This is an optimization exercise on Yosys and OpenROAD, whose aim is small area, not a production implementation.
The RTL was checked by simulation tests, not by an equivalence proof against the original design.
Power figures rest on the tool's default switching activity, not on a simulated workload.

--- flow/design.v ---
`default_nettype none
package srcPkg;
    localparam int InstrWidth   = 32;   
    localparam int RegCount     = 16;
    localparam int RegAddrWidth = 4;    
    localparam int ImmWidth     = 19;   
    localparam int OpcodeWidth  = 5;
    localparam logic [OpcodeWidth-1:0] OpAdd  = 5'd3;
    localparam logic [OpcodeWidth-1:0] OpSub  = 5'd4;
    localparam logic [OpcodeWidth-1:0] OpAnd  = 5'd5;
    localparam logic [OpcodeWidth-1:0] OpOr   = 5'd6;
    localparam logic [OpcodeWidth-1:0] OpShr  = 5'd7;
    localparam logic [OpcodeWidth-1:0] OpShra = 5'd8;
    localparam logic [OpcodeWidth-1:0] OpShl  = 5'd9;
    localparam logic [OpcodeWidth-1:0] OpRor  = 5'd10;
    localparam logic [OpcodeWidth-1:0] OpRol  = 5'd11;
    localparam logic [OpcodeWidth-1:0] OpAddi = 5'd12;
    localparam logic [OpcodeWidth-1:0] OpAndi = 5'd13;
    localparam logic [OpcodeWidth-1:0] OpOri  = 5'd14;
    localparam logic [OpcodeWidth-1:0] OpNeg    = 5'd17;   
    localparam logic [OpcodeWidth-1:0] OpNot    = 5'd18;
    localparam logic [OpcodeWidth-1:0] OpBranch = 5'd19;   
    typedef enum logic [3:0] {
        AluAdd, AluSub, AluAnd, AluOr,
        AluShr, AluShra, AluShl, AluRor, AluRol,
        AluNeg, AluNot,
        AluBranch,   
        AluNone      
    } AluOp;
    typedef enum logic [1:0] {
        CondZero    = 2'd0,
        CondNonzero = 2'd1,
        CondMinus   = 2'd2,
        CondPlus    = 2'd3
    } CondCode;
    typedef struct packed {
        AluOp                    aluOp;
        logic [RegAddrWidth-1:0] destReg;
        logic [InstrWidth-1:0]   opA;       
        logic [InstrWidth-1:0]   opB;       
        CondCode                 cond;
        logic                    writes;
        logic                    illegal;
    } DecodedOp;
    typedef struct packed {
        logic [InstrWidth-1:0]   value;
        logic [RegAddrWidth-1:0] destReg;
        logic                    writes;
        logic                    branchTaken;
        logic                    illegal;
    } ExecResult;
endpackage
`default_nettype wire
`default_nettype none
module srcCore (
    input  logic                            Clock,
    input  logic                            rstN,
    input  logic                            req,
    input  logic [srcPkg::InstrWidth-1:0]   instr,
    output logic                            ack,
    output logic [srcPkg::InstrWidth-1:0]   result,
    output logic [srcPkg::RegAddrWidth-1:0] resultReg,
    output logic                            wrote,
    output logic                            branchTaken,
    output logic                            illegal
);
    logic [4:0] op;
    logic [3:0] ra, rb, rc;
    assign op = instr[31:27];
    assign ra = instr[26:23];
    assign rb = instr[22:19];
    assign rc = instr[18:15];
    logic isAdd, isSub, isAnd, isOr, isShr, isShra, isShl, isRor, isRol;
    logic isAddi, isAndi, isOri, isNeg, isNot, isBr;
    assign isAdd  = (op == 5'd3);
    assign isSub  = (op == 5'd4);
    assign isAnd  = (op == 5'd5);
    assign isOr   = (op == 5'd6);
    assign isShr  = (op == 5'd7);
    assign isShra = (op == 5'd8);
    assign isShl  = (op == 5'd9);
    assign isRor  = (op == 5'd10);
    assign isRol  = (op == 5'd11);
    assign isAddi = (op == 5'd12);
    assign isAndi = (op == 5'd13);
    assign isOri  = (op == 5'd14);
    assign isNeg  = (op == 5'd17);
    assign isNot  = (op == 5'd18);
    assign isBr   = (op == 5'd19);
    logic isShift, isBin, isImm, writes, isIll, shLeft;
    assign isShift = isShr | isShra | isShl | isRor | isRol;
    assign isBin   = isAdd | isSub | isAnd | isOr;
    assign isImm   = isAddi | isAndi | isOri;
    assign writes  = isBin | isShift | isImm | isNeg | isNot;
    assign isIll   = !(writes | isBr);
    assign shLeft  = isShl | isRol;
    logic [2:0] phase;
    logic       clr;           
    logic       inPass;        
    logic       ld;            
    logic       rot2;          
    logic       loadDone;      
    logic [4:0] rotL;          
    logic       sgn;           
    logic       carry;
    logic       nz;            
    logic [3:0] x [8];         
    logic [3:0] prev;          
    logic [3:0] ring [16][8];
    logic run, passCyc, passEnd, loading, lastLoad, needLoad, rightMode, readRc;
    logic [2:0] rotG, stopPh;
    logic [1:0] rotB;
    assign rotG     = rotL[4:2];
    assign rotB     = rotL[1:0];
    assign run      = req && !ack;
    assign needLoad  = isShift | isBin;
    assign passCyc   = run && (inPass || (phase == 3'd0 && (!needLoad || loadDone)));
    assign passEnd   = passCyc && (phase == 3'd7);
    assign loading   = run && needLoad && !loadDone && (ld || phase == 3'd0);
    assign rightMode = (rotG == 3'd7);
    assign stopPh    = rightMode ? 3'd7 : ~rotG;
    assign lastLoad  = loading && (isBin ? (phase == 3'd7) : (rot2 && phase == stopPh));
    assign readRc    = loading && (isBin || (!rot2 && phase[2:1] == 2'd0));
    logic [3:0] addrA;
    logic [3:0] dataA;
    assign addrA = isBr ? ra : (readRc ? rc : rb);
    for (genvar i = 0; i < 4; i++) begin : rdLane
        logic [15:0] col;
        for (genvar r = 0; r < 16; r++) begin : c
            assign col[r] = ring[r][0][i];
        end
        mux16 muxA (.s(addrA), .d(col), .y(dataA[i]));
    end
    logic [7:0] window;
    logic [3:0] rotOut, shOut, below;
    logic       gLess, gEq, fillLeft, fillRight, fillVal;
    logic [3:0] prevEff, nextEff;
    assign prevEff   = (phase == 3'd0) ? x[7] : prev;    
    assign nextEff   = (phase == 3'd7) ? prev : x[1];    
    assign window    = rightMode ? {nextEff, x[0]} : {x[0], prevEff};
    assign gLess     = (!phase[2] & rotG[2]) |
                       ((phase[2] == rotG[2]) & ((!phase[1] & rotG[1]) |
                                                 ((phase[1] == rotG[1]) & !phase[0] & rotG[0])));
    assign gEq       = phase == rotG;
    assign fillLeft  = isShl;
    assign fillRight = (isShr | isShra) & (rotL != 5'd0);
    assign fillVal   = isShra & sgn;
    logic [3:0] laneLess;   
    assign laneLess = {1'b0, &rotB, rotB[1], |rotB};
    always_comb begin
        case (rotB)
            2'd0:    rotOut = window[7:4];
            2'd1:    rotOut = window[6:3];
            2'd2:    rotOut = window[5:2];
            default: rotOut = window[4:1];
        endcase
    end
    always_comb begin
        for (int i = 0; i < 4; i++) begin
            below[i]  = gLess | (gEq & laneLess[i]);
            if ((fillLeft & below[i]) | (fillRight & !below[i])) shOut[i] = fillVal;
            else                                               shOut[i] = rotOut[i];
        end
    end
    logic [3:0] amtLo;
    logic [3:0] negB;
    always_comb begin
        logic z;   
        z = 1'b1;
        for (int i = 0; i < 4; i++) begin
            negB[i] = dataA[i] ^ !z;
            z       = z & !dataA[i];
        end
    end
    assign amtLo = shLeft ? dataA : negB;
    logic [18:0] imm;
    logic [3:0]  immG, opB, addA, addB, logicOut, resG;
    logic        cin;
    logic [4:0]  sum;
    assign imm = instr[18:0];
    for (genvar i = 0; i < 4; i++) begin : immLane
        logic lo, hi;
        mux4 m (.s(phase[1:0]), .d({imm[12 + i], imm[8 + i], imm[4 + i], imm[i]}), .y(lo));
        assign hi = (phase[1:0] == 2'd0) ? imm[(i < 3) ? 16 + i : 18] : imm[18];
        assign immG[i] = phase[2] ? hi : lo;
    end
    assign opB = isImm ? immG : x[0];
    assign addA = isNeg ? ~dataA : dataA;
    assign addB = isNeg ? 4'd0 : (isSub ? ~opB : opB);
    assign cin  = (phase == 3'd0) ? (isSub | isNeg) : carry;
    always_comb begin
        logic c;
        c = cin;
        for (int i = 0; i < 4; i++) begin
            sum[i] = addA[i] ^ addB[i] ^ c;
            c      = (addA[i] & addB[i]) | (c & (addA[i] ^ addB[i]));
        end
        sum[4] = c;
    end
    always_comb begin
        if (isAnd | isAndi)    logicOut = dataA & opB;
        else if (isOr | isOri) logicOut = dataA | opB;
        else                   logicOut = ~dataA;
    end
    always_comb begin
        if (isAdd | isAddi | isSub | isNeg) resG = sum[3:0];
        else if (isShift)                   resG = shOut;
        else if (writes)                    resG = logicOut;
        else                                resG = 4'd0;   
    end
    logic anyA, brCond;
    assign anyA = ((phase != 3'd0) && nz) | (|dataA);
    always_comb begin
        case (instr[20:19])
            2'd0:    brCond = !anyA;
            2'd1:    brCond = anyA;
            2'd2:    brCond = dataA[3];
            default: brCond = !dataA[3];
        endcase
    end
    always_ff @(posedge Clock) begin
        if (!rstN) begin
            phase    <= 3'd0;
            clr      <= 1'b1;
            ack      <= 1'b0;
            inPass   <= 1'b0;
            ld       <= 1'b0;
            rot2     <= 1'b0;
            loadDone <= 1'b0;
        end else begin
            phase <= {phase[2] ^ (phase[1] & phase[0]), phase[1] ^ phase[0], !phase[0]};
            if (phase == 3'd7) clr <= 1'b0;
            if (passEnd) ack <= 1'b1;
            else if (!req) ack <= 1'b0;
            inPass   <= passCyc && !passEnd;
            ld       <= loading && !lastLoad;
            rot2     <= loading && !lastLoad && (rot2 || phase == 3'd7);
            loadDone <= run && (loadDone || lastLoad);
        end
    end
    always_ff @(posedge Clock) begin
        if (loading && !rot2) begin
            if (phase == 3'd0) rotL[3:0] <= amtLo;
            if (phase == 3'd1) rotL[4]   <= shLeft ? dataA[0] : (!dataA[0] ^ (rotL[3:0] == 4'd0));
            if (phase == 3'd7) sgn       <= dataA[3];
        end
        carry <= sum[4];
        nz    <= anyA;
        if (loading || passCyc) begin
            for (int k = 0; k < 7; k++) x[k] <= x[k + 1];
            x[7] <= loading ? dataA : resG;
            if (!(rightMode && isShift && passCyc) || phase == 3'd0) prev <= x[0];
        end
        if (passEnd) begin
            resultReg   <= ra;
            wrote       <= writes;
            illegal     <= isIll;
            branchTaken <= isBr & brCond;
        end
    end
    logic [3:0] wdata;
    logic [3:0] ringIn [16];
    assign wdata = resG;
    logic [15:0] we, keep;
    wrDecode wd (.en(passCyc && writes), .clr(clr), .a(ra), .we(we), .keep(keep));
    for (genvar r = 0; r < 16; r++) begin : wr
        aoMux4 m (.s(we[r]), .sn(keep[r]), .a(wdata), .b(ring[r][0]), .y(ringIn[r]));
    end
    always_ff @(posedge Clock) begin
        for (int r = 0; r < 16; r++) begin
            for (int k = 0; k < 7; k++) ring[r][k] <= ring[r][k + 1];
            ring[r][7] <= ringIn[r];
        end
    end
    always_comb begin
        for (int k = 0; k < 8; k++) result[4*k +: 4] = x[k];
    end
endmodule
module wrDecode (
    input  logic        en,
    input  logic        clr,
    input  logic [3:0]  a,
    output logic [15:0] we,
    output logic [15:0] keep
);
    logic [3:0] lo, hi;
    always_comb begin
        for (int k = 0; k < 4; k++) begin
            lo[k] = (a[1:0] == 2'(k));
            hi[k] = en && (a[3:2] == 2'(k));
        end
        for (int r = 0; r < 16; r++) begin
            we[r]   = lo[r % 4] & hi[r / 4];
            keep[r] = !(we[r] | clr);
        end
    end
endmodule
module mux16 (
    input  logic [3:0]  s,
    input  logic [15:0] d,
    output logic        y
);
    logic [3:0] m;
    for (genvar j = 0; j < 4; j++) begin : l1
        mux4 u (.s(s[1:0]), .d(d[4*j +: 4]), .y(m[j]));
    end
    mux4 u2 (.s(s[3:2]), .d(m), .y(y));
endmodule
module mux4 (
    input  logic [1:0] s,
    input  logic [3:0] d,
    output logic       y
);
    assign y = d[s];
endmodule
module aoMux4 (
    input  logic       s,
    input  logic       sn,
    input  logic [3:0] a,
    input  logic [3:0] b,
    output logic [3:0] y
);
    assign y = ({4{s}} & a) | ({4{sn}} & b);
endmodule
`default_nettype wire
--- flow/flow/run.sh ---
#!/bin/bash
# Standard layout, with buf_1 as the port buffer cell and no dummy clock loads.
set -e
export BUFFER_PORTS_ARGS="-buffer_cell sky130_fd_sc_hd__buf_1"
export CTS_ARGS="-sink_clustering_enable -repair_clock_nets -sink_clustering_size 18 -sink_clustering_max_diameter 60 -buf_list sky130_fd_sc_hd__clkbuf_8 -dont_use_dummy_load"
bash standard.sh > standard.log 2>&1
--- flow/standard.sh ---
#!/bin/bash
# synth_recipe.tcl (not shown) runs the flow's synth.tcl, then flattens the netlist and writes it again
# the make line also repeats each setting of config.mk as NAME=value (left out here)
make -C /OpenROAD-flow-scripts/flow DESIGN_CONFIG=/design/flow/config.mk WORK_HOME=/design/flow/orfs CLKGATE_MAP_FILE= SYNTH_SCRIPT=/design/flow/synth_recipe.tcl "${@:-finish}"
--- flow/config.mk ---
export PLATFORM = sky130hd
export DESIGN_NAME = srcCore
export DESIGN_NICKNAME = srcCore
export VERILOG_FILES = /design/flow/design.v
export SDC_FILE = /design/flow/constraint.sdc
export NUM_CORES = 4
export LEC_CHECK = 0
export ABC_AREA = 0
export CAP_MARGIN = 20
export CORE_MARGIN = 2
export CORE_UTILIZATION = 60
export CTS_BUF_LIST = sky130_fd_sc_hd__clkbuf_8
export CTS_CLUSTER_DIAMETER = 60
export CTS_CLUSTER_SIZE = 18
export SLEW_MARGIN = 20
export SYNTH_HIERARCHICAL = 1
export SYNTH_MINIMUM_KEEP_SIZE = 0
--- flow/constraint.sdc ---
create_clock -name core_clock -period 8.0 [get_ports {Clock}]
set_input_delay 1.6000 -clock core_clock [delete_from_list [all_inputs] [get_ports {Clock}]]
set_output_delay 1.6000 -clock core_clock [all_outputs]
set_load 0.01 [all_outputs]
==> results.json, run 1 <==
{
  "io_buffers": 74,
  "ys_types": 69,
  "status": "complete, no violations",
  "r2r-start": "phase[1]",
  "clk_pin_slew_ps": 100,
  "ff2ff_path_depth": 21,
  "maxCapViolCount": 0,
  "cp-start-kind": "primary input",
  "final_common_cell": "dfxtp_1",
  "finalMaxSlewViolations": 0,
  "syn_nets": 1043,
  "async_flop_share_pct": 0,
  "io_pins": 75,
  "synth_area_um2": 15200,
  "end_kind": "register",
  "syn_inst": 996,
  "hold_path.class": "register to register",
  "synth_area_leaders": "dfxtp_1 (69%), edfxtp_1 (9.7%), mux4_2 (3.7%), a22o_1 (3.7%), a21oi_1 (1.1%)",
  "die_y_um": 163,
  "holdWs_ps": 271,
  "n_antenna_cell": 0,
  "htree_levels": 2,
  "antenna_left": 0,
  "dieWidth_um": 163,
  "synth_area_leader_cell": "dfxtp_1",
  "clkSinkCount": 572,
  "hold_path.startpoint": "ring[94][2]",
  "layout_common_cells": "dfxtp_1 (523), buf_1 (74), a22o_1 (64), edfxtp_1 (49), clkbuf_8 (39)",
  "leakagePower_nw": 6.23,
  "drive_gt1_share_pct": 9.76,
  "drcViolationCount": 0,
  "setup-violations-final": 0,
  "cts_buffer_depth": 3,
  "hold_viol_final": 0,
  "cp.required_ps": 8400,
  "fin_worst_skew_ps": 109,
  "drtIter0Drc": 609,
  "track_usage_pct": 21.7,
  "final_util_pct": 65.8,
  "postSynthAreaPerCell_um2": 15.2,
  "grt_pass1_wl_mm": 42.8,
  "finalPower_mw": 4.36,
  "setup_tns_ps": 0,
  "dr.pass1.iters": 6,
  "post_cts_buffers": 0,
  "crit_arrival_ps": 7410,
  "grt_max_degree": 32,
  "gp_congestion": 0.869,
  "startpoint": "instr[29]",
  "netlist.area_leader.share_pct": 69.0,
  "place_area_um2": 15900,
  "tightest_slew_ps": 727,
  "slew_headroom_pct": 51.2,
  "routed_wl_mm": 28.5,
  "antenna_found_initial": 0,
  "viasPerCell": 5.31,
  "grt_pass1_vias": 7281,
  "fin_crit_ps": 7010,
  "dieArea_um2": 26600,
  "layout.nets": 1156,
  "cts_tree": "built",
  "rsz0062_at_grt": "false",
  "path_class": "primary input to register",
  "numCtsBuffers": 39,
  "peakVddDrop_uv": 231,
  "root_buffer": "clkbuf_8",
  "grt_overflow": 0,
  "start_util_pct": 60.6,
  "num_vias": 7628,
  "post_cts_resized": 0,
  "design_area_um2": 16500,
  "holdBufCountCts": 0,
  "syn_to_final_growth_pct": 8.48,
  "worstPathMaxFanout": 16,
  "yosysSeqAreaShare_pct": 78.7,
  "synth_warnings": 13,
  "core_area_um2": 25000,
  "rows": 58,
  "clk_latency_ps": 560,
  "dp_hpwl_mm": 20.0,
  "fin_crit_sh_pct": 87.6,
  "wire_per_inst_um": 19.8,
  "hold_depth": 0,
  "synth_flop_cell": "dfxtp_1",
  "synth_edf_count": 49,
  "power_density_nw_per_um2": 265,
  "fmax_ghz": 0.143,
  "synth_seq_cells": 572
}
[stage by stage]
step / worst slack (ps) / cells
finish: 988 / 1437
global route: 680 / 1437
CTS: 1040 / 1437
detailed placement: 475 / 1398
global placement: 644 / 1398
floorplan: 5.40 / 996
[final cells by class]
cell class	instances	area, um2
sequential	572	11900
inverter	17	63.8
clock buffer	39	537
timing repair buffer	93	420
fill	1829	8570
multi-input combinational	386	3090
tap	330	413
[flip-flops by register name (all words and copies together), names as in the netlist, 3 cells and up]
| register | cells |
|---|---|
| x | 32 |
| phase | 3 |
| ring | 512 |
| prev | 4 |
| rotL | 5 |
| resultReg | 4 |
[critical path: stages]
cell and delay (ps):
buf_1 390, or2_1 340, o21ai_1 140, or3_1 380, a21oi_1 310, mux2i_1 170
o21ai_2 410, mux4_2 580, mux4_2 570, inv_1 200, xnor2_1 180, fa_1 200
inv_1 50, fa_1 370, fa_1 370, inv_1 70, fa_1 410, o21a_1 200
buf_4 200, a22o_1 250
[metal layers]
metal	GRT usage, %	share of wire (%)	vias up
li1	-	-	3680
met1	32.4	49	3671
met2	32.5	43	218
met3	4.16	5.4	59
met4	6.84	2.6	0
met5	0	0	-
[worst paths after layout]
check / to / slack, ps
hold / removal: ring[93][2] / 270
setup reg to reg: ring[39][3] / 1360
hold reg to reg: ring[93][2] / 270
setup / recovery: ring[39][3] / 990
[Yosys stat by module (local to each module, per instance), a selection]
module    flip-flops and latches  times used  area, um2
srcCore                      572           1      13800
wrDecode                       0           1        273
aoMux4                         0          16       35.0
mux4                           0          24       22.5
[Yosys cell counts, types with 6 or more instances]
cell and number:
and2_1 6, a22o_1 64, a31oi_1 10, o21ai_1 6, nor2_1 36, nand2b_1 10
ha_1 8, nor2b_1 10, o21ai_0 13, nand2_1 36, mux4_2 25, mux2_2 7
mux2i_1 15, edfxtp_1 49, clkbuf_1 12, nand3_1 7, nor3_1 17, inv_1 16
xnor2_1 10, buf_2 8, a21oi_1 32, dfxtp_1 523
[cell families after synthesis]
| logic type | share of synthesized area, % |
|---|---|
| adder cells (fa/ha/maj) | 1.25 |
| AND/OR/NAND/NOR | 5.18 |
| AO/OA/AOI/OAI | 7.70 |
| multiplexers | 5.39 |
| buffers and inverters | 1.06 |
| flip-flops | 78.7 |
| XOR/XNOR | 0.750 |
[power by group]
part	internal (mW)	switching (mW)	leakage [nW]
Sequential	2.92	0.0229	4.67
Clock	0.440	0.762	0.280
Combinational	0.0725	0.133	1.28
Total	3.44	0.918	6.23
==> inputs of run 2 (changes only) <==
==> flow/flow/run.sh (replaced) <==
#!/bin/bash
# Standard layout, with buf_1 as the port buffer cell.
set -e
export BUFFER_PORTS_ARGS="-buffer_cell sky130_fd_sc_hd__buf_1"
bash standard.sh > standard.log 2>&1
--- a/flow/config.mk
+++ b/flow/config.mk
@@ -11,7 +11,7 @@
 export CORE_UTILIZATION = 60
 export CTS_BUF_LIST = sky130_fd_sc_hd__clkbuf_8
 export CTS_CLUSTER_DIAMETER = 60
-export CTS_CLUSTER_SIZE = 18
+export CTS_CLUSTER_SIZE = 16
 export SLEW_MARGIN = 20
 export SYNTH_HIERARCHICAL = 1
 export SYNTH_MINIMUM_KEEP_SIZE = 0
==> results.json, run 2 <==
{
  "clk_latency_ps": 590,
  "yosysSeqAreaShare_pct": 78.7,
  "finalMaxSlewViolations": 0,
  "ys_types": 69,
  "drcViolationCount": 0,
  "top_regs": "ring (512), x (32), rotL (5)",
  "power_density_nw_per_um2": 271,
  "die_y_um": 163,
  "synth_area_leader_cell": "dfxtp_1",
  "peakVddDrop_uv": 208,
  "crit_chain": "buf_1 > or2_1 > o21ai_1 > or3_1 > a21oi_1 > mux2i_1 > o21ai_2 > mux4_2 > mux4_2 > inv_1 > xnor2_1 > fa_1 > inv_1 > fa_1 > fa_1 > inv_1 > fa_1 > o21a_1 > buf_4 > a22o_1",
  "rows": 58,
  "tightest_slew_ps": 713,
  "root_buffer": "clkbuf_8",
  "syn_inst": 996,
  "worstPathMaxFanout": 16,
  "dp_hpwl_mm": 20.0,
  "fin_crit_ps": 6950,
  "layout.nets": 1159,
  "synth_area_um2": 15200,
  "holdBufCountCts": 0,
  "gp_congestion": 0.869,
  "post_cts_resized": 0,
  "drtIter0Drc": 632,
  "final_common_cell": "dfxtp_1",
  "postSynthAreaPerCell_um2": 15.2,
  "antenna_left": 0,
  "status": "complete, no violations",
  "routed_wl_mm": 28.4,
  "largest_register_ffs": 512,
  "layout_common_cells": "dfxtp_1 (523), buf_1 (74), a22o_1 (64), edfxtp_1 (49), clkbuf_8 (42)",
  "post_cts_buffers": 0,
  "hold_viol_final": 0,
  "viasPerCell": 5.29,
  "cp-start-kind": "primary input",
  "grt_pass1_wl_mm": 42.8,
  "async_flop_share_pct": 0,
  "clkSinkCount": 572,
  "netlist.area_leader.share_pct": 69.0,
  "maxCapViolCount": 0,
  "crit_arrival_ps": 7410,
  "setup-violations-final": 0,
  "dieWidth_um": 163,
  "yosysMostFrequentCell": "dfxtp_1",
  "setup_tns_ps": 0,
  "synth_seq_cells": 572,
  "slew_headroom_pct": 52.1,
  "numCtsBuffers": 42,
  "holdWs_ps": 319,
  "fin_crit_sh_pct": 86.8,
  "core_area_um2": 25000,
  "synth_edf_count": 49,
  "drive_gt1_share_pct": 10.4,
  "fmax_ghz": 0.144,
  "critPathMaxStageDelay_ps": 580,
  "num_vias": 7686,
  "cts_tree": "built",
  "startpoint": "instr[29]",
  "hold_path.class": "register to register",
  "top_register": "ring",
  "track_usage_pct": 21.7,
  "cp.required_ps": 8470,
  "leakagePower_nw": 6.33,
  "grt_overflow": 0,
  "hold_path.startpoint": "ring[67][3]",
  "synth_flop_cell": "dfxtp_1",
  "fin_worst_skew_ps": 26.2,
  "synth_warnings": 13,
  "n_antenna_cell": 0,
  "wire_per_inst_um": 19.5,
  "io_buffers": 74,
  "clk_pin_slew_ps": 100,
  "rsz0062_at_grt": "false",
  "crit_top_cell": "fa_1",
  "htree_levels": 2,
  "syn_to_final_growth_pct": 9.53,
  "syn_nets": 1043,
  "end_kind": "register",
  "r2r-start": "phase[1]",
  "start_util_pct": 60.6,
  "n_fill_cell": 1813,
  "ys_top_cells_by_count": "dfxtp_1 (523), a22o_1 (64), edfxtp_1 (49)",
  "dr.pass1.iters": 7,
  "crit_slowest_cell": "mux4_2",
  "dieArea_um2": 26600,
  "io_pins": 75,
  "synth_area_leaders": "dfxtp_1 (69%), edfxtp_1 (9.7%), mux4_2 (3.7%), a22o_1 (3.7%), a21oi_1 (1.1%)",
  "grt_max_degree": 32,
  "path_class": "primary input to register",
  "grt_pass1_vias": 7281,
  "antenna_found_initial": 0,
  "cts_buffer_depth": 3
}
run 2: cell counts after synthesis:
Identical to the previous run, type by type.
run 2: report_power, final:
group | total [mW] | internal [mW] | switching, mW
clock | 1.35 | 0.528 | 0.823
sequential | 2.95 | 2.92 | 0.0230
combinational | 0.204 | 0.0725 | 0.131
total | 4.50 | 3.52 | 0.977
run 2: modules after synthesis, one instance, submodules excluded, a selection:
module | cell area (um2) | flip-flops and latches
aoMux4 | 35.0 | 0
srcCore | 13800 | 572
mux4 | 22.5 | 0
wrDecode | 273 | 0
run 2: kinds of logic after synthesis:
family,share of synthesized area [%]
DFF,78.7
AOI/OAI and AO/OA,7.70
and+or+nand+nor,5.18
muxes,5.39
buffers and inverters,1.06
xor gates and xnor gates,0.750
adders and majority gates,1.25
run 2: area by class of cell:
| type | instances | area [um2] | area share (%) |
|---|---|---|---|
| clock buffers | 42 | 578 | 3.48 |
| clock inverters | 13 | 118 | 0.707 |
| inverters | 17 | 63.8 | 0.384 |
| multi-input cells | 386 | 3090 | 18.6 |
| flip-flops and latches | 572 | 11900 | 71.8 |
| well taps | 330 | 413 | 2.48 |
| repair buffers | 93 | 420 | 2.53 |
run 2: per-layer routing:
metal | part of all wire, % | wire length (um) | global-route usage (%) | vias up
met5 | 0 | 0 | 0 | -
met4 | 2.3 | 648 | 6.68 | 0
met3 | 5.6 | 1580 | 4.14 | 45
met2 | 44 | 12400 | 32.5 | 206
met1 | 48 | 13700 | 32.3 | 3728
li1 | - | - | - | 3707
run 2: worst max-delay path: cells and delay by family:
kind	cells	cell delay, ps
fa+ha+maj	4	1340
mux	3	1320
compound gates	5	1320
buf+inv	5	910
simple gates	2	720
xor+xnor	1	180
run 2: worst paths after layout:
kind                      end  slack (ps)  cells after the start
hold reg to reg   ring[66][3]         320                      0
setup reg to reg  ring[87][3]        1400                     21
hold / removal    ring[66][3]         320                      0
setup / recovery  ring[87][3]        1050                     20
run 2: per-stage QoR:
| stage | instance area [um2] | util (%) | total power, mW | cells | setup slack, ps |
|---|---|---|---|---|---|
| finish | 16600 | 66.4 | 4.50 | 1453 | 1050 |
| global route | 16600 | 66.4 | 4.68 | 1453 | 721 |
| CTS | 16600 | 66.4 | 4.55 | 1453 | 1110 |
| detailed placement | 15900 | 63.6 | 3.22 | 1398 | 475 |
| global placement | 15900 | 63.6 | 3.22 | 1398 | 644 |
| floorplan | 15200 | - | 3.13 | 996 | 5.40 |
==> inputs of run 3 (changes only) <==
==> flow/flow/run.sh (replaced) <==
#!/bin/bash
# Standard layout, with buf_1 as the port buffer cell and no dummy clock loads.
set -e
export BUFFER_PORTS_ARGS="-buffer_cell sky130_fd_sc_hd__buf_1"
export CTS_ARGS="-sink_clustering_enable -repair_clock_nets -sink_clustering_size 16 -sink_clustering_max_diameter 60 -buf_list sky130_fd_sc_hd__clkbuf_8 -dont_use_dummy_load"
bash standard.sh > standard.log 2>&1
==> results.json, run 3 <==
{
  "worstPathMaxFanout": 16,
  "synth_fa_ha_area_share_pct": 1.25,
  "fin_worst_skew_ps": 94.2,
  "slew_headroom_pct": 48.2,
  "dieArea_um2": 26600,
  "maxCapViolCount": 0,
  "htree_levels": 2,
  "rows": 58,
  "tightest_slew_ps": 770,
  "layout_common_cells": "dfxtp_1 (523), buf_1 (74), a22o_1 (64), edfxtp_1 (49), clkbuf_8 (42)",
  "post_cts_buffers": 0,
  "power_density_nw_per_um2": 266,
  "root_buffer": "clkbuf_8",
  "ys_types": 69,
  "synth-simple-area-share_pct": 5.18,
  "numCtsBuffers": 42,
  "clk_pin_slew_ps": 90,
  "yosysSeqAreaShare_pct": 78.7,
  "top_regs": "ring (512), x (32), rotL (5)",
  "rsz0062_at_grt": "false",
  "largest_register_ffs": 512,
  "layout.nets": 1159,
  "hold_path.class": "register to register",
  "routed_wl_mm": 28.4,
  "synthMuxAreaShare_pct": 5.39,
  "antenna_found_initial": 0,
  "syn_nets": 1043,
  "grt_pass1_wl_mm": 42.7,
  "place_inst": 1398,
  "status": "complete, no violations",
  "clk_latency_ps": 590,
  "setup_tns_ps": 0,
  "io_pins": 75,
  "synth_flop_cell": "dfxtp_1",
  "ys_top_cells_by_count": "dfxtp_1 (523), a22o_1 (64), edfxtp_1 (49)",
  "gp_congestion": 0.869,
  "fin_crit_ps": 6990,
  "hold_path.startpoint": "ring[46][0]",
  "fin_crit_sh_pct": 87.4,
  "dieWidth_um": 163,
  "start_util_pct": 60.6,
  "synth_top_family_by_area": "compound AO/OA/AOI/OAI gates",
  "setup-violations-final": 0,
  "synth_area_leader_cell": "dfxtp_1",
  "grt_max_degree": 32,
  "antenna_left": 0,
  "synth_warnings": 13,
  "synth_seq_cells": 572,
  "io_buffers": 74,
  "fmax_ghz": 0.143,
  "end_kind": "register",
  "drive_gt1_share_pct": 10.0,
  "n_fill_cell": 1818,
  "final_common_cell": "dfxtp_1",
  "top_register": "ring",
  "dp_hpwl_mm": 20.0,
  "synth_compound_area_share_pct": 7.70,
  "finalMaxSlewViolations": 0,
  "wire_per_inst_um": 19.7,
  "cts_tree": "built",
  "crit_arrival_ps": 7440,
  "cp-start-kind": "primary input",
  "r2r-start": "phase[1]",
  "drcViolationCount": 0,
  "syn_to_final_growth_pct": 8.75,
  "peakVddDrop_uv": 216,
  "hold_viol_final": 0,
  "synth_edf_count": 49,
  "num_vias": 7694,
  "startpoint": "instr[29]",
  "dr.pass1.iters": 5,
  "holdBufCountCts": 0,
  "drtIter0Drc": 609,
  "post_cts_resized": 0,
  "path_class": "primary input to register",
  "hold_depth": 0,
  "syn_inst": 996,
  "n_antenna_cell": 0,
  "viasPerCell": 5.34,
  "core_area_um2": 25000,
  "track_usage_pct": 21.7,
  "netlist.area_leader.share_pct": 69.0,
  "clkSinkCount": 572,
  "cp.required_ps": 8450,
  "grt_pass1_vias": 7282,
  "ff2ff_path_depth": 21,
  "final_cells": 1440,
  "die_y_um": 163,
  "grt_overflow": 0,
  "async_flop_share_pct": 0,
  "postSynthAreaPerCell_um2": 15.2,
  "leakagePower_nw": 6.25,
  "yosysMostFrequentCell": "dfxtp_1",
  "synth_area_leaders": "dfxtp_1 (69%), edfxtp_1 (9.7%), mux4_2 (3.7%), a22o_1 (3.7%), a21oi_1 (1.1%)",
  "cts_buffer_depth": 3,
  "synth_area_um2": 15200,
  "synth-xor-area-share_pct": 0.750
}
## run 3: cell counts after synthesis
Identical to the previous run, type by type.
## run 3: final cells by class
type / instances / area, um2 / share of cell area [%]
inverter: 17 / 63.8 / 0.387
multi-input combinational: 386 / 3090 / 18.7
timing repair buffer: 93 / 420 / 2.55
tap: 330 / 413 / 2.50
clock buffer: 42 / 578 / 3.50
sequential: 572 / 11900 / 72.3
## run 3: path summary, 6_finish.rpt
kind                 endpoint  slack [ps]
setup reg to reg  ring[95][3]        1440
hold reg to reg   ring[45][0]         280
hold / removal    ring[45][0]         280
setup / recovery  ring[95][3]        1010
## run 3: kinds of logic after synthesis
group                      Yosys count
DFF                                572
adders and majority gates           13
and+or+nand+nor                    150
AOI/OAI and AO/OA                  161
buffers and inverters               38
xor gates and xnor gates            13
muxes                               49
## run 3: per-module statistics from Yosys, one instance, submodules excluded, excerpt
module	cell area, um2	cells
aoMux4	35.0	4
mux4	22.5	1
srcCore	13800	859
wrDecode	273	49
## run 3: per-stage QoR
step                      power, mW  util [%]  hold slack, ps  cell area [um2]  setup WS (ps)
after floorplan                3.13         -             310            15200           5.40
final                          4.40      65.9             278            16500           1010
after CTS                      4.45      65.9             273            16500           1080
after detailed placement       3.22      63.6             312            15900            475
after global routing           4.57      65.9             280            16500            695
after global placement         3.22      63.6             309            15900            644
## run 3: report_power, final
part / total [mW] / internal [mW] / switching (mW)
clock: 1.25 / 0.472 / 0.774
sequential: 2.95 / 2.92 / 0.0228
combinational: 0.205 / 0.0725 / 0.132
total: 4.40 / 3.47 / 0.929
## run 3: per-layer routing
metal | global-route usage [%] | part of all wire, %
met1 | 32.3 | 49
met2 | 32.6 | 44
met3 | 4.04 | 5.4
met4 | 6.88 | 2.6
met5 | 0 | 0
## run 3: critical path: stages
cell,delay (ps)
buf_1,390
or2_1,340
o21ai_1,140
or3_1,380
a21oi_1,310
mux2i_1,170
o21ai_2,420
mux4_2,580
mux4_2,570
inv_1,200
xnor2_1,180
fa_1,210
inv_1,50
fa_1,370
fa_1,360
inv_1,70
fa_1,410
o21a_1,210
buf_4,200
a22o_1,260
==> inputs of run 4 (changes only) <==
--- a/flow/config.mk
+++ b/flow/config.mk
@@ -12,6 +12,7 @@
 export CTS_BUF_LIST = sky130_fd_sc_hd__clkbuf_8
 export CTS_CLUSTER_DIAMETER = 60
 export CTS_CLUSTER_SIZE = 16
+export GPL_TIMING_DRIVEN = 0
 export SLEW_MARGIN = 20
 export SYNTH_HIERARCHICAL = 1
 export SYNTH_MINIMUM_KEEP_SIZE = 0
==> results.json, run 4 <==
{
  "power_density_nw_per_um2": 267,
  "power_frac_seq_pct": 66.7,
  "leakagePower_nw": 6.24,
  "use_met1_pct": 28.9,
  "drcViolationCount": 0,
  "dr.pass1.iters": 7,
  "syn_nets": 1043,
  "grt_busiest_layer": "met2",
  "grt_pass1_wl_mm": 41.0,
  "crit_arrival_ps": 7760,
  "r2r-start": "phase[1]",
  "cts_tree": "built",
  "viasPerCell": 5.31,
  "crit_slowest_cell": "mux4_2",
  "power_switching_uw": 938,
  "wire_per_inst_um": 18.6,
  "hold_viol_final": 0,
  "end_kind": "register",
  "clk_latency_ps": 580,
  "synth_fa_ha_area_share_pct": 1.25,
  "rows": 58,
  "path_class": "primary input to register",
  "dp_hpwl_mm": 18.4,
  "synth-xor-area-share_pct": 0.750,
  "p_clk_share_pct": 28.6,
  "rsz0062_at_grt": "false",
  "postSynthAreaPerCell_um2": 15.2,
  "synth_edf_count": 49,
  "yosysSeqAreaShare_pct": 78.7,
  "pre_cts_ws_ps": -179,
  "finalMaxSlewViolations": 0,
  "n_antenna_cell": 0,
  "place_area_um2": 16000,
  "io_buffers": 71,
  "synthMuxAreaShare_pct": 5.39,
  "num_vias": 7660,
  "hold_end": "ring[42][2]",
  "worstPathMaxFanout": 17,
  "fin_crit_sh_pct": 93.3,
  "maxCapViolCount": 0,
  "setup_tns_ps": 0,
  "hold_path.startpoint": "ring[43][2]",
  "final_cells": 1443,
  "drive_gt1_share_pct": 9.88,
  "dieWidth_um": 163,
  "place_inst": 1400,
  "rr_endpoint": "x[7][3]",
  "antenna_found_initial": 0,
  "peakVddDrop_uv": 195,
  "largest_register_ffs": 512,
  "synth_top_family_by_area": "compound AO/OA/AOI/OAI gates",
  "design_area_um2": 16600,
  "rrSetupSlack_ps": 820,
  "grt_pass1_vias": 7492,
  "hold_depth": 0,
  "ys_types": 69,
  "sw_frac_of_total_pct": 21.2,
  "clk_pin_slew_ps": 90,
  "drtIter0Drc": 567,
  "tightest_slew_ps": 971,
  "top_register": "ring",
  "synth_warnings": 13,
  "synth_flop_cell": "dfxtp_1",
  "ys_top_cells_by_count": "dfxtp_1 (523), a22o_1 (64), edfxtp_1 (49)",
  "layout_common_cells": "dfxtp_1 (523), buf_1 (71), a22o_1 (64), edfxtp_1 (49), clkbuf_8 (43)",
  "setup_ws_ps": 533,
  "die_y_um": 163,
  "core_area_um2": 25000,
  "gp_congestion": 0.910,
  "post_cts_buffers": 0,
  "p_int_mw": 3.48,
  "synth_area_um2": 15200,
  "fin_crit_ps": 7470,
  "holdWs_ps": 244,
  "critPathMaxStageDelay_ps": 590,
  "ff2ff_path_depth": 21,
  "cp.required_ps": 8290,
  "top_regs": "ring (512), x (32), rotL (5)",
  "crit_top_cell": "fa_1",
  "post_cts_resized": 0,
  "grt_overflow": 0,
  "setup-violations-final": 0,
  "routed_wl_mm": 26.8,
  "async_flop_share_pct": 0,
  "layout.nets": 1162,
  "pwr-share-comb_pct": 4.7,
  "cts_buffer_depth": 3,
  "antenna_left": 0,
  "path_delay_family": "compound AO/OA/AOI/OAI gates",
  "fin_worst_skew_ps": 84.8,
  "clkSinkCount": 572,
  "slew_headroom_pct": 34.8,
  "status": "complete, no violations",
  "synth_compound_area_share_pct": 7.70,
  "synth-simple-area-share_pct": 5.18,
  "syn_to_final_growth_pct": 9.05,
  "root_buffer": "clkbuf_8",
  "final_common_cell": "dfxtp_1",
  "start_util_pct": 60.6,
  "numCtsBuffers": 43,
  "track_usage_pct": 20.5,
  "dieArea_um2": 26600,
  "holdBufCountCts": 0,
  "synth_area_leaders": "dfxtp_1 (69%), edfxtp_1 (9.7%), mux4_2 (3.7%), a22o_1 (3.7%), a21oi_1 (1.1%)",
  "synth_area_leader_cell": "dfxtp_1",
  "cp-start-kind": "primary input",
  "grt_max_degree": 33,
  "grtUsageMet2_pct": 32.1,
  "syn_inst": 996,
  "yosysMostFrequentCell": "dfxtp_1",
  "fmax_ghz": 0.134,
  "synth_seq_cells": 572,
  "crit_chain": "buf_1 > and2_1 > o21ai_1 > or3_1 > a21oi_1 > mux2i_1 > o21ai_2 > buf_6 > mux4_2 > mux4_2 > inv_1 > xnor2_1 > fa_1 > inv_1 > fa_1 > fa_1 > inv_1 > fa_1 > o21a_2 > mux2_4",
  "hold_path.class": "register to register",
  "netlist.area_leader.share_pct": 69.0,
  "io_pins": 75,
  "htree_levels": 2,
  "path_buf_inv": 5,
  "grtUsageMet3_pct": 3.73
}
-- run 4: cell count changes in the layout (fill, tap and decap cells not counted), moves of 3 or more --
cell / delta
buf_4: -19
buf_6: +3
clkbuf_1: +12
buf_1: -3
buf_2: +8
-- run 4: worst max-delay path by stage --
stage | from | to | slack [ps] | depth (start not counted)
after global placement | instr[27] | x[7][1] | -1980 | 17
after CTS | instr[29] | x[7][3] | 370 | 21
final | instr[27] | x[7][3] | 530 | 20
after floorplan | instr[30] | x[7][3] | 5 | 20
after detailed placement | instr[27] | x[7][3] | -180 | 20
after global routing | instr[27] | x[7][3] | 190 | 20
-- run 4: layout make-up --
| class | instances | area (um2) |
|---|---|---|
| Buffer | 21 | 96.3 |
| Sequential cell | 572 | 11900 |
| Inverter | 17 | 63.8 |
| Tap cell | 330 | 413 |
| Timing Repair Buffer | 74 | 317 |
| Fill cell | 1824 | 8480 |
| Multi-Input combinational cell | 386 | 3130 |
| Clock buffer | 43 | 592 |
-- run 4: Yosys stat by module (local to each module, per instance), a selection --
module	copies in the design	area (um2)	flip-flops and latches	cells
wrDecode	1	273	0	49
srcCore	1	13800	572	859
mux4	24	22.5	0	1
aoMux4	16	35.0	0	4
-- run 4: logic make-up after synthesis --
group                      Yosys count
muxes                               49
buffers and inverters               38
DFF                                572
AOI/OAI and AO/OA                  161
and+or+nand+nor                    150
adders and majority gates           13
xor gates and xnor gates            13
-- run 4: metrics by stage --
stage               utilization [%]  total power [mW]
finish                         66.1              4.42
global route                   66.1              4.58
CTS                            66.1              4.46
detailed placement             63.7              3.22
global placement               63.3              3.21
floorplan                         -              3.13
-- run 4: routing by layer --
layer,up-vias,routed length (um)
li1,3710,-
met1,3653,12700
met2,235,11900
met3,62,1440
met4,0,811
met5,-,0
-- run 4: power groups by stage --
stage	Sequential (mW)	Clock (mW)	Combinational, mW
2_1_floorplan	3.01	0	0.118
3_3_place_gp	3.01	0	0.194
3_5_place_dp	3.01	0	0.205
4_1_cts	2.95	1.31	0.206
5_1_grt	2.95	1.41	0.225
6_report	2.94	1.26	0.208
==> inputs of run 5 (changes only) <==
==> flow/flow/run.sh (replaced) <==
#!/bin/bash
# Standard layout, with buf_1 as the port buffer cell and no dummy clock loads.
set -e
export BUFFER_PORTS_ARGS="-buffer_cell sky130_fd_sc_hd__buf_1"
export CTS_ARGS="-sink_clustering_enable -repair_clock_nets -sink_clustering_size 22 -sink_clustering_max_diameter 60 -buf_list sky130_fd_sc_hd__clkbuf_8 -dont_use_dummy_load"
bash standard.sh > standard.log 2>&1
--- a/flow/config.mk
+++ b/flow/config.mk
@@ -11,8 +11,7 @@
 export CORE_UTILIZATION = 60
 export CTS_BUF_LIST = sky130_fd_sc_hd__clkbuf_8
 export CTS_CLUSTER_DIAMETER = 60
-export CTS_CLUSTER_SIZE = 16
-export GPL_TIMING_DRIVEN = 0
+export CTS_CLUSTER_SIZE = 18
 export SLEW_MARGIN = 20
 export SYNTH_HIERARCHICAL = 1
 export SYNTH_MINIMUM_KEEP_SIZE = 0
==> results.json, run 5 <==
{
  "status": "complete, no violations",
  "num_vias": 7603,
  "worstPathMaxFanout": 16,
  "wire_per_inst_um": 19.9,
  "peakVddDrop_uv": 218,
  "rsz0062_at_grt": "false",
  "pre_cts_ws_ps": 475,
  "layout.nets": 1151,
  "path_class": "primary input to register",
  "holdBufCountCts": 0,
  "yosysSeqAreaShare_pct": 78.7,
  "syn_to_final_growth_pct": 8.03,
  "finalPower_mw": 4.29,
  "grt_overflow": 0,
  "final_cells": 1432,
  "fin_worst_skew_ps": 83.1,
  "hold_viol_final": 0,
  "synth_area_leaders": "dfxtp_1 (69%), edfxtp_1 (9.7%), mux4_2 (3.7%), a22o_1 (3.7%), a21oi_1 (1.1%)",
  "post_cts_resized": 0,
  "gp_congestion": 0.869,
  "antenna_found_initial": 0,
  "fin_crit_sh_pct": 87.4,
  "htree_levels": 2,
  "end_kind": "register",
  "holdWs_ps": 299,
  "n_antenna_cell": 0,
  "viasPerCell": 5.31,
  "postSynthAreaPerCell_um2": 15.2,
  "setup_tns_ps": 0,
  "ys_top_cells_by_count": "dfxtp_1 (523), a22o_1 (64), edfxtp_1 (49)",
  "synth_flop_cell": "dfxtp_1",
  "grt_max_degree": 32,
  "tightest_slew_ps": 759,
  "antenna_left": 0,
  "top_register": "ring",
  "clkSinkCount": 572,
  "post_cts_buffers": 0,
  "place_inst": 1398,
  "synth_warnings": 13,
  "die_y_um": 163,
  "dp_hpwl_mm": 20.0,
  "netlist.area_leader.share_pct": 69.0,
  "wl_met3_mm": 1.60,
  "grt_pass1_vias": 7180,
  "setup-violations-final": 0,
  "clk_latency_ps": 550,
  "routed_wl_mm": 28.4,
  "io_buffers": 74,
  "start_util_pct": 60.6,
  "final_common_cell": "dfxtp_1",
  "layout_common_cells": "dfxtp_1 (523), buf_1 (74), a22o_1 (64), edfxtp_1 (49)",
  "dieArea_um2": 26600,
  "clk_pin_slew_ps": 120,
  "drive_gt1_share_pct": 9.35,
  "numCtsBuffers": 34,
  "cts_buffer_depth": 3,
  "ys_types": 69,
  "syn_inst": 996,
  "synth_seq_cells": 572,
  "grt_pass1_wl_mm": 42.5,
  "largest_register_ffs": 512,
  "leakagePower_nw": 6.19,
  "yosysMostFrequentCell": "dfxtp_1",
  "hold_path.class": "register to register",
  "synth_area_um2": 15200,
  "fin_crit_ps": 6990,
  "dr.pass1.iters": 5,
  "root_buffer": "clkbuf_8",
  "setup_ws_ps": 1010,
  "synth_area_leader_cell": "dfxtp_1",
  "maxCapViolCount": 0,
  "cp.required_ps": 8420,
  "io_pins": 75,
  "drcViolationCount": 0,
  "n_fill_cell": 1833,
  "wl_met2_mm": 12.1,
  "crit_arrival_ps": 7420,
  "cp-start-kind": "primary input",
  "drtIter0Drc": 653,
  "dr.max_layer_used": "met4",
  "async_flop_share_pct": 0,
  "core_area_um2": 25000,
  "fmax_ghz": 0.143,
  "slew_headroom_pct": 49.0,
  "track_usage_pct": 21.6,
  "cts_tree": "built",
  "dieWidth_um": 163,
  "power_density_nw_per_um2": 262,
  "met1_length_mm": 13.9,
  "finalMaxSlewViolations": 0,
  "syn_nets": 1043,
  "top_regs": "ring (512), x (32), rotL (5)",
  "rows": 58,
  "synth_edf_count": 49
}
==> run 5: cell counts after synthesis <==
Identical to the previous run, type by type.
==> run 5: worst paths after layout <==
check | start | to | slack, ps | depth (start not counted)
setup / recovery | instr[29] | ring[55][3] | 1010 | 20
hold / removal | ring[94][2] | ring[93][2] | 300 | 0
setup reg to reg | phase[1] | ring[55][3] | 1390 | 21
hold reg to reg | ring[94][2] | ring[93][2] | 300 | 0
==> run 5: logic make-up (layout without fill, tap and decap cells) <==
group / after synthesis / count (layout) / synth area share (%)
compound gates: 161 / 161 / 7.70
xor+xnor: 13 / 13 / 0.750
fa+ha+maj: 13 / 13 / 1.25
buf+inv: 38 / 144 / 1.06
flops: 572 / 572 / 78.7
mux: 49 / 49 / 5.39
simple gates: 150 / 150 / 5.18
==> run 5: stage by stage <==
stage | area (um2) | util, %
after floorplan | 15200 | -
after global placement | 15900 | 63.6
after detailed placement | 15900 | 63.6
after CTS | 16400 | 65.5
after global routing | 16400 | 65.5
final | 16400 | 65.5
==> run 5: power breakdown <==
part	internal, mW	switching (mW)	total, mW
Combinational	0.0725	0.133	0.206
Clock	0.387	0.749	1.14
Sequential	2.93	0.0229	2.95
==> run 5: area by class of cell <==
class                           instances  area, um2  share of cell area [%]
Clock buffer                           34        468                    2.85
Tap cell                              330        413                    2.52
Timing Repair Buffer                   93        420                    2.56
Sequential cell                       572      11900                    72.8
Multi-Input combinational cell        386       3090                    18.8
Inverter                               17       63.8                   0.389
==> run 5: critical path, stage by stage <==
cell and delay (ps):
buf_1 380, or2_1 340, o21ai_1 140, or3_1 380, a21oi_1 300, mux2i_1 160, o21ai_2 420, mux4_2 580
mux4_2 580, inv_1 200, xnor2_1 180, fa_1 200, inv_1 50, fa_1 370, fa_1 360, inv_1 70
fa_1 410, o21a_1 210, buf_4 200, a22o_1 250
==> run 5: per-module statistics from Yosys, one instance, submodules excluded, excerpt <==
module	times used	cells
mux4	24	1
srcCore	1	859
aoMux4	16	4
wrDecode	1	49
==> run 5: routing by layer <==
| metal | track usage, % | vias to the layer above |
|---|---|---|
| li1 | - | 3677 |
| met1 | 32.0 | 3650 |
| met2 | 32.2 | 221 |
| met3 | 4.19 | 55 |
| met4 | 7.24 | 0 |
| met5 | 0 | - |
==> inputs of run 6 (changes only) <==
--- a/flow/design.v
+++ b/flow/design.v
@@ -101,8 +101,8 @@
     logic       rot2;          
     logic       loadDone;      
     logic [4:0] rotL;          
-    logic       sgn;           
     logic       carry;
+    logic [1:0] outcome;       
     logic       nz;            
     logic [3:0] x [8];         
     logic [3:0] prev;          
@@ -144,7 +144,7 @@
     assign gEq       = phase == rotG;
     assign fillLeft  = isShl;
     assign fillRight = (isShr | isShra) & (rotL != 5'd0);
-    assign fillVal   = isShra & sgn;
+    assign fillVal   = isShra & (rightMode ? x[0][3] : (gEq ? prevEff[3] : x[7][3]));
     logic [3:0] laneLess;   
     assign laneLess = {1'b0, &rotB, rotB[1], |rotB};
     always_comb begin
@@ -185,8 +185,8 @@
         assign immG[i] = phase[2] ? hi : lo;
     end
     assign opB = isImm ? immG : x[0];
-    assign addA = isNeg ? ~dataA : dataA;
-    assign addB = isNeg ? 4'd0 : (isSub ? ~opB : opB);
+    assign addA = (isNeg | isNot) ? ~dataA : dataA;
+    assign addB = (isNeg | isNot) ? 4'd0 : (isSub ? ~opB : opB);
     assign cin  = (phase == 3'd0) ? (isSub | isNeg) : carry;
     always_comb begin
         logic c;
@@ -198,12 +198,11 @@
         sum[4] = c;
     end
     always_comb begin
-        if (isAnd | isAndi)    logicOut = dataA & opB;
-        else if (isOr | isOri) logicOut = dataA | opB;
-        else                   logicOut = ~dataA;
+        if (isAnd | isAndi) logicOut = dataA & opB;
+        else                logicOut = dataA | opB;
     end
     always_comb begin
-        if (isAdd | isAddi | isSub | isNeg) resG = sum[3:0];
+        if (isAdd | isAddi | isSub | isNeg | isNot) resG = sum[3:0];   
         else if (isShift)                   resG = shOut;
         else if (writes)                    resG = logicOut;
         else                                resG = 4'd0;   
@@ -242,7 +241,6 @@
         if (loading && !rot2) begin
             if (phase == 3'd0) rotL[3:0] <= amtLo;
             if (phase == 3'd1) rotL[4]   <= shLeft ? dataA[0] : (!dataA[0] ^ (rotL[3:0] == 4'd0));
-            if (phase == 3'd7) sgn       <= dataA[3];
         end
         carry <= sum[4];
         nz    <= anyA;
@@ -253,9 +251,7 @@
         end
         if (passEnd) begin
             resultReg   <= ra;
-            wrote       <= writes;
-            illegal     <= isIll;
-            branchTaken <= isBr & brCond;
+            outcome     <= writes ? 2'd2 : (isIll ? 2'd3 : {1'b0, brCond});
         end
     end
     logic [3:0] wdata;
@@ -275,6 +271,9 @@
     always_comb begin
         for (int k = 0; k < 8; k++) result[4*k +: 4] = x[k];
     end
+    assign wrote       = outcome == 2'd2;
+    assign illegal     = outcome == 2'd3;
+    assign branchTaken = outcome == 2'd1;
 endmodule
 module wrDecode (
     input  logic        en,
==> flow/flow/run.sh (replaced) <==
#!/bin/bash
# Standard layout, with buf_1 as the port buffer cell and no dummy clock loads.
set -e
export BUFFER_PORTS_ARGS="-buffer_cell sky130_fd_sc_hd__buf_1"
export CTS_ARGS="-sink_clustering_enable -repair_clock_nets -sink_clustering_size 18 -sink_clustering_max_diameter 60 -buf_list sky130_fd_sc_hd__clkbuf_8 -dont_use_dummy_load"
bash standard.sh > standard.log 2>&1
==> results.json, run 6 <==
{
  "viasPerCell": 5.26,
  "drcViolationCount": 0,
  "hold_path.class": "register to register",
  "power_density_nw_per_um2": 264,
  "routed_wl_mm": 27.9,
  "grt_overflow": 0,
  "synth_warnings": 13,
  "cts_tree": "built",
  "post_cts_resized": 0,
  "path_class": "primary input to register",
  "synth_area_leaders": "dfxtp_1 (69%), edfxtp_1 (9.3%), a22o_1 (3.7%), mux4_2 (3.6%), mux2i_1 (1.4%)",
  "status": "complete, no violations",
  "clkSinkCount": 570,
  "track_usage_pct": 21.2,
  "setup-violations-final": 0,
  "netlist.area_leader.share_pct": 69.0,
  "drive_gt1_share_pct": 8.07,
  "yosysMostFrequentCell": "dfxtp_1",
  "fin_crit_sh_pct": 90.6,
  "rrSetupSlack_ps": 1420,
  "layout.nets": 1164,
  "clk_latency_ps": 570,
  "antenna_found_initial": 1,
  "synth_area_um2": 15200,
  "ff2ff_path_depth": 19,
  "grt_max_degree": 33,
  "io_buffers": 74,
  "hold_end": "ring[43][2]",
  "numCtsBuffers": 39,
  "final_common_cell": "dfxtp_1",
  "cp-start-kind": "primary input",
  "root_buffer": "clkbuf_8",
  "rr_endpoint": "ring[47][3]",
  "cp.required_ps": 8460,
  "rsz0062_at_grt": "false",
  "dr.pass1.iters": 5,
  "fin_crit_ps": 7250,
  "drtIter0Drc": 582,
  "ys_types": 63,
  "largest_register_ffs": 512,
  "top_register": "ring",
  "synth_area_leader_cell": "dfxtp_1",
  "yosysSeqAreaShare_pct": 78.3,
  "io_pins": 75,
  "layout_common_cells": "dfxtp_1 (523), buf_1 (74), a22o_1 (64), edfxtp_1 (47), nor2_1 (42)",
  "post_cts_buffers": 0,
  "finalMaxSlewViolations": 0,
  "slew_headroom_pct": 32.3,
  "dieArea_um2": 26600,
  "n_fill_cell": 1847,
  "crit_arrival_ps": 7710,
  "dieWidth_um": 163,
  "async_flop_share_pct": 0,
  "maxCapViolCount": 0,
  "htree_levels": 2,
  "synth_seq_cells": 570,
  "postSynthAreaPerCell_um2": 15.0,
  "leakagePower_nw": 6.25,
  "syn_nets": 1056,
  "finalPower_mw": 4.33,
  "hold_viol_final": 0,
  "start_util_pct": 60.6,
  "grt_pass1_vias": 7202,
  "die_y_um": 163,
  "clk_pin_slew_ps": 100,
  "setup_tns_ps": 0,
  "fin_worst_skew_ps": 104,
  "hold_path.startpoint": "ring[44][2]",
  "cts_buffer_depth": 3,
  "holdBufCountCts": 0,
  "syn_inst": 1009,
  "antenna_left": 0,
  "grt_pass1_wl_mm": 41.7,
  "gp_congestion": 0.892,
  "n_antenna_cell": 0,
  "hold_depth": 0,
  "tightest_slew_ps": 1010,
  "syn_to_final_growth_pct": 8.26,
  "wire_per_inst_um": 19.3,
  "core_area_um2": 25000,
  "fmax_ghz": 0.138,
  "dp_hpwl_mm": 19.9,
  "top_regs": "ring (512), x (32), rotL (5)",
  "num_vias": 7601,
  "r2r-start": "phase[1]",
  "worstPathMaxFanout": 16,
  "end_kind": "register",
  "ys_top_cells_by_count": "dfxtp_1 (523), a22o_1 (64), edfxtp_1 (47)",
  "synth_edf_count": 47,
  "rows": 58,
  "synth_flop_cell": "dfxtp_1",
  "peakVddDrop_uv": 242
}
[run 6: cell count changes in the layout (fill, tap and decap cells not counted), sizes merged, moves of 4 or more]
cell    before  now
xnor2       10    6
buf         93   88
nor2        36   42
mux2i       15   21
o21ai       19   29
nor3        18   10
clkbuf      34   39
a211oi       2    7
nor2b       10   14
[run 6: area by class of cell]
| cell class | instances | area (um2) | share of cell area [%] |
|---|---|---|---|
| Clock buffer | 39 | 537 | 3.27 |
| Inverter | 15 | 56.3 | 0.343 |
| Sequential cell | 570 | 11900 | 72.3 |
| Multi-Input combinational cell | 403 | 3160 | 19.2 |
| Tap cell | 330 | 413 | 2.51 |
| Timing Repair Buffer | 88 | 383 | 2.33 |
[run 6: Yosys stat by module (local to each module, per instance), a selection]
module    flip-flops and latches  cells inside  times used  area [um2]
mux4                           0             1          24        22.5
aoMux4                         0             4          16        35.0
wrDecode                       0            49           1         273
srcCore                      570           872           1       13800
[run 6: stage by stage]
stage	setup slack [ps]	util [%]	instances	hold WS, ps	cell area [um2]
after floorplan	95.8	-	1009	310	15200
after global placement	348	63.5	1406	310	15900
after detailed placement	272	63.5	1406	312	15900
after CTS	811	65.6	1445	308	16400
after global routing	407	65.6	1445	320	16400
final	754	65.6	1445	303	16400
[run 6: cell families (layout without fill, tap and decap cells)]
kind of cell	Yosys count	in the layout	synth area share, %
flops	570	570	78.3
compound gates	167	167	7.87
simple gates	158	158	5.39
mux	52	52	5.47
buf+inv	36	142	0.956
fa+ha+maj	15	15	1.39
xor+xnor	11	11	0.635
[run 6: worst max path at each step]
stage,start,end,slack (ps),cells after the start
after global placement,instr[30],ring[15][3],350,19
final,instr[30],ring[47][3],750,19
after floorplan,instr[29],ring[103][3],100,19
after CTS,instr[30],ring[63][3],810,19
after detailed placement,instr[30],ring[95][3],270,19
after global routing,instr[30],ring[63][3],410,19
[run 6: layer usage]
metal	global-route usage (%)	share of wire, %	vias up
li1	-	-	3718
met1	30.7	48	3563
met2	32.1	43	251
met3	3.76	5.7	69
met4	8.57	3.7	0
met5	0	0	-
[run 6: critical path, stage by stage]
cell	delay, ps
buf_1	400
nor2_1	170
a211oi_1	350
o211ai_1	170
a21oi_1	440
mux2i_1	170
o21ai_2	530
mux4_2	600
mux4_2	560
xnor2_1	180
fa_1	430
inv_1	70
fa_1	170
fa_1	160
inv_1	50
fa_1	490
nor2_1	60
a31oi_2	830
a22o_1	260
[run 6: power by group]
group          internal (mW)  switching, mW  leakage [nW]
registers               2.91         0.0220          4.65
logic                 0.0702          0.132          1.32
clock network          0.440          0.761         0.280
total                   3.42          0.915          6.25
==> inputs of run 7 (changes only) <==
--- a/flow/design.v
+++ b/flow/design.v
@@ -96,8 +96,7 @@
     assign shLeft  = isShl | isRol;
     logic [2:0] phase;
     logic       clr;           
-    logic       inPass;        
-    logic       ld;            
+    logic       active;        
     logic       rot2;          
     logic       loadDone;      
     logic [4:0] rotL;          
@@ -114,9 +113,10 @@
     assign rotB     = rotL[1:0];
     assign run      = req && !ack;
     assign needLoad  = isShift | isBin;
-    assign passCyc   = run && (inPass || (phase == 3'd0 && (!needLoad || loadDone)));
+    assign passCyc   = run && (needLoad ? (loadDone && (phase == 3'd0 || !rot2))
+                                         : (active || phase == 3'd0));
     assign passEnd   = passCyc && (phase == 3'd7);
-    assign loading   = run && needLoad && !loadDone && (ld || phase == 3'd0);
+    assign loading   = run && needLoad && !loadDone && (active || phase == 3'd0);
     assign rightMode = (rotG == 3'd7);
     assign stopPh    = rightMode ? 3'd7 : ~rotG;
     assign lastLoad  = loading && (isBin ? (phase == 3'd7) : (rot2 && phase == stopPh));
@@ -186,8 +186,8 @@
     end
     assign opB = isImm ? immG : x[0];
     assign addA = (isNeg | isNot) ? ~dataA : dataA;
-    assign addB = (isNeg | isNot) ? 4'd0 : (isSub ? ~opB : opB);
-    assign cin  = (phase == 3'd0) ? (isSub | isNeg) : carry;
+    assign addB = (isNeg | isNot | loading) ? 4'd0 : (isSub ? ~opB : opB);
+    assign cin  = (phase == 3'd0) ? ((isSub | isNeg) & !loading) : carry;
     always_comb begin
         logic c;
         c = cin;
@@ -202,7 +202,7 @@
         else                logicOut = dataA | opB;
     end
     always_comb begin
-        if (isAdd | isAddi | isSub | isNeg | isNot) resG = sum[3:0];   
+        if (isAdd | isAddi | isSub | isNeg | isNot | loading) resG = sum[3:0];   
         else if (isShift)                   resG = shOut;
         else if (writes)                    resG = logicOut;
         else                                resG = 4'd0;   
@@ -222,8 +222,7 @@
             phase    <= 3'd0;
             clr      <= 1'b1;
             ack      <= 1'b0;
-            inPass   <= 1'b0;
-            ld       <= 1'b0;
+            active   <= 1'b0;
             rot2     <= 1'b0;
             loadDone <= 1'b0;
         end else begin
@@ -231,9 +230,9 @@
             if (phase == 3'd7) clr <= 1'b0;
             if (passEnd) ack <= 1'b1;
             else if (!req) ack <= 1'b0;
-            inPass   <= passCyc && !passEnd;
-            ld       <= loading && !lastLoad;
-            rot2     <= loading && !lastLoad && (rot2 || phase == 3'd7);
+            active   <= run && (active || phase == 3'd0) && !passEnd;
+            rot2     <= run && isShift && ((loading && (rot2 || phase == 3'd7)) ||
+                                           (loadDone && rot2 && phase != 3'd0));
             loadDone <= run && (loadDone || lastLoad);
         end
     end
@@ -246,7 +245,7 @@
         nz    <= anyA;
         if (loading || passCyc) begin
             for (int k = 0; k < 7; k++) x[k] <= x[k + 1];
-            x[7] <= loading ? dataA : resG;
+            x[7] <= resG;
             if (!(rightMode && isShift && passCyc) || phase == 3'd0) prev <= x[0];
         end
         if (passEnd) begin
==> results.json, run 7 <==
{
  "synth_area_leaders": "dfxtp_1 (69%), edfxtp_1 (9.4%), mux4_2 (4.0%), a22o_1 (3.7%), mux2i_1 (1.3%)",
  "grt_overflow": 0,
  "rows": 57,
  "synth_flop_cell": "dfxtp_1",
  "dr.pass1.iters": 5,
  "peakVddDrop_uv": 227,
  "core_area_um2": 24500,
  "yosysMostFrequentCell": "dfxtp_1",
  "hold_viol_final": 0,
  "start_util_pct": 61.6,
  "setup-violations-final": 0,
  "clkSinkCount": 569,
  "setup_ws_ps": 996,
  "yosysSeqAreaShare_pct": 78.8,
  "tightest_slew_ps": 1090,
  "drcViolationCount": 0,
  "grt_max_degree": 32,
  "pre_cts_ws_ps": 419,
  "numCtsBuffers": 38,
  "ys_types": 69,
  "setup_tns_ps": 0,
  "fin_worst_skew_ps": 54.1,
  "routed_wl_mm": 27.9,
  "grt_pass1_wl_mm": 42.0,
  "drive_gt1_share_pct": 9.58,
  "io_buffers": 74,
  "wire_per_inst_um": 20.1,
  "startpoint": "instr[27]",
  "clk_pin_slew_ps": 100,
  "hold_path.startpoint": "ring[26][0]",
  "syn_nets": 1007,
  "status": "complete, no violations",
  "syn_to_final_growth_pct": 8.10,
  "fin_crit_ps": 7000,
  "largest_register_ffs": 512,
  "antenna_left": 0,
  "end_kind": "register",
  "synth_area_um2": 15100,
  "io_pins": 75,
  "holdBufCountCts": 0,
  "hold_end": "ring[25][0]",
  "ys_top_cells_by_count": "dfxtp_1 (522), a22o_1 (64), edfxtp_1 (47)",
  "post_cts_buffers": 0,
  "syn_inst": 960,
  "top_register": "ring",
  "n_antenna_cell": 0,
  "hold_depth": 0,
  "dieWidth_um": 162,
  "postSynthAreaPerCell_um2": 15.7,
  "rr_endpoint": "ring[127][3]",
  "die_y_um": 162,
  "synth_seq_cells": 569,
  "rrSetupSlack_ps": 1450,
  "track_usage_pct": 21.6,
  "viasPerCell": 5.33,
  "synth_edf_count": 47,
  "cp-start-kind": "primary input",
  "htree_levels": 2,
  "antenna_found_initial": 0,
  "path_class": "primary input to register",
  "cts_tree": "built",
  "layout_common_cells": "dfxtp_1 (522), buf_1 (74), a22o_1 (64), edfxtp_1 (47), clkbuf_8 (38)",
  "num_vias": 7407,
  "cts_buffer_depth": 3,
  "synth_area_leader_cell": "dfxtp_1",
  "async_flop_share_pct": 0,
  "root_buffer": "clkbuf_8",
  "post_cts_resized": 0,
  "power_density_nw_per_um2": 266,
  "clk_latency_ps": 570,
  "fmax_ghz": 0.143,
  "gp_congestion": 0.886,
  "final_common_cell": "dfxtp_1",
  "worstPathMaxFanout": 17,
  "finalMaxSlewViolations": 0,
  "dp_hpwl_mm": 19.6,
  "dieArea_um2": 26400,
  "grt_pass1_vias": 7120,
  "synth_warnings": 13,
  "netlist.area_leader.share_pct": 69.4,
  "top_regs": "ring (512), x (32), rotL (5)",
  "r2r-start": "phase[1]",
  "ff2ff_path_depth": 19,
  "hold_path.class": "register to register",
  "rsz0062_at_grt": "false",
  "fin_crit_sh_pct": 87.6,
  "crit_arrival_ps": 7440,
  "n_fill_cell": 1739,
  "maxCapViolCount": 0,
  "slew_headroom_pct": 26.7,
  "drtIter0Drc": 625,
  "leakagePower_nw": 6.26,
  "cp.required_ps": 8430,
  "layout.nets": 1114
}
==> run 7: area by class of cell <==
class	count	area, um2	area share (%)
multi-input cells	355	3050	18.7
flip-flops and latches	569	11900	72.9
inverters	16	60.1	0.369
well taps	324	405	2.49
repair buffers	87	375	2.31
clock buffers	38	523	3.21
==> run 7: Yosys stat by module (local to each module, per instance), a selection <==
| module | cells | flip-flops and latches | cell area (um2) |
|---|---|---|---|
| srcCore | 823 | 569 | 13700 |
| aoMux4 | 4 | 0 | 35.0 |
| wrDecode | 49 | 0 | 273 |
| mux4 | 1 | 0 | 22.5 |
==> run 7: power by group <==
group          internal [mW]  switching (mW)  total, mW
sequential              2.90          0.0229       2.93
clock                  0.429           0.769       1.20
combinational         0.0731           0.133      0.207
total                   3.41           0.925       4.33
==> run 7: stage by stage <==
stage	hold WS [ps]	util (%)	total power [mW]	cell area, um2	instances
2_1_floorplan	310	-	3.12	15100	960
3_3_place_gp	309	64.4	3.20	15800	1351
3_5_place_dp	312	64.4	3.20	15800	1351
4_1_cts	288	66.5	4.38	16300	1389
5_1_grt	305	66.5	4.50	16300	1389
6_report	292	66.5	4.33	16300	1389
==> run 7: cell families (layout without fill, tap and decap cells) <==
| family | count (synthesis) | in the layout | synth area share (%) |
|---|---|---|---|
| AOI/OAI and AO/OA | 141 | 141 | 7.05 |
| xor gates and xnor gates | 16 | 16 | 0.931 |
| adders and majority gates | 16 | 16 | 1.47 |
| buffers and inverters | 36 | 141 | 1.02 |
| DFF | 569 | 569 | 78.8 |
| muxes | 53 | 53 | 5.83 |
| and+or+nand+nor | 129 | 129 | 4.93 |
==> run 7: metal layers <==
| metal | GRT usage (%) | part of all wire [%] | vias up |
|---|---|---|---|
| li1 | - | - | 3548 |
| met1 | 31.9 | 47 | 3538 |
| met2 | 31.8 | 43 | 254 |
| met3 | 3.36 | 5.8 | 67 |
| met4 | 9.41 | 4.3 | 0 |
| met5 | 0.189 | 0 | - |
==> run 7: critical path, cell delays in order <==
cell,delay (ps)
buf_1,400
and2_1,270
xnor2_1,80
nor3_1,330
o21ai_2,190
mux2i_1,160
o21ai_2,350
mux4_2,560
mux4_2,530
inv_1,150
xnor2_1,110
fa_1,440
fa_1,390
fa_1,370
inv_1,80
fa_1,410
a221o_1,650
a22o_1,350
==> run 7: worst max-delay path by stage <==
stage | end | cells after the start
floorplan | ring[31][3] | 18
global placement | ring[23][3] | 18
detailed placement | ring[71][3] | 18
CTS | ring[47][3] | 18
global route | ring[7][3] | 18
finish | ring[127][3] | 18

==> re-timing with driven ports <==
How much do the figures lean on ideal ports? The routed layouts below were timed once more, with nothing changed but the port constraints.
Step 1 (the two cells are an assumption about what drives the block):
set clk [get_ports {Clock}]
set_driving_cell -lib_cell sky130_fd_sc_hd__clkbuf_16 $clk
set_driving_cell -lib_cell sky130_fd_sc_hd__buf_2 [delete_from_list [all_inputs] $clk]
Step 2 times the ports against the registers' clock, not the clock port: input delays grow and output delays shrink by t, the midpoint of the rising clock arrivals with the driver on.
a / b / c = ideal / step 1 / step 2; a / b = the first two.
run | t (ns) | setup slack, ns | worst setup path after step 2
run 1 | 0.549 | 0.988 / 0.996 / 0.447 | input to register
run 2 | 0.617 | 1.052 / 1.061 / 0.443 | input to register
run 3 | 0.590 | 1.011 / 1.020 / 0.430 | input to register
run 4 | 0.584 | 0.533 / 0.551 / -0.032 | input to register
run 5 | 0.557 | 1.008 / 1.016 / 0.458 | input to register
run 6 | 0.561 | 0.754 / 0.773 / 0.212 | input to register
run 7 | 0.580 | 0.996 / 1.007 / 0.427 | input to register
Met with ideal ports but missed after step 2: setup timing in run 4. The setup slack of run 2, which loses most, moves by +0.009 ns with the drivers and by -0.609 ns with both steps.
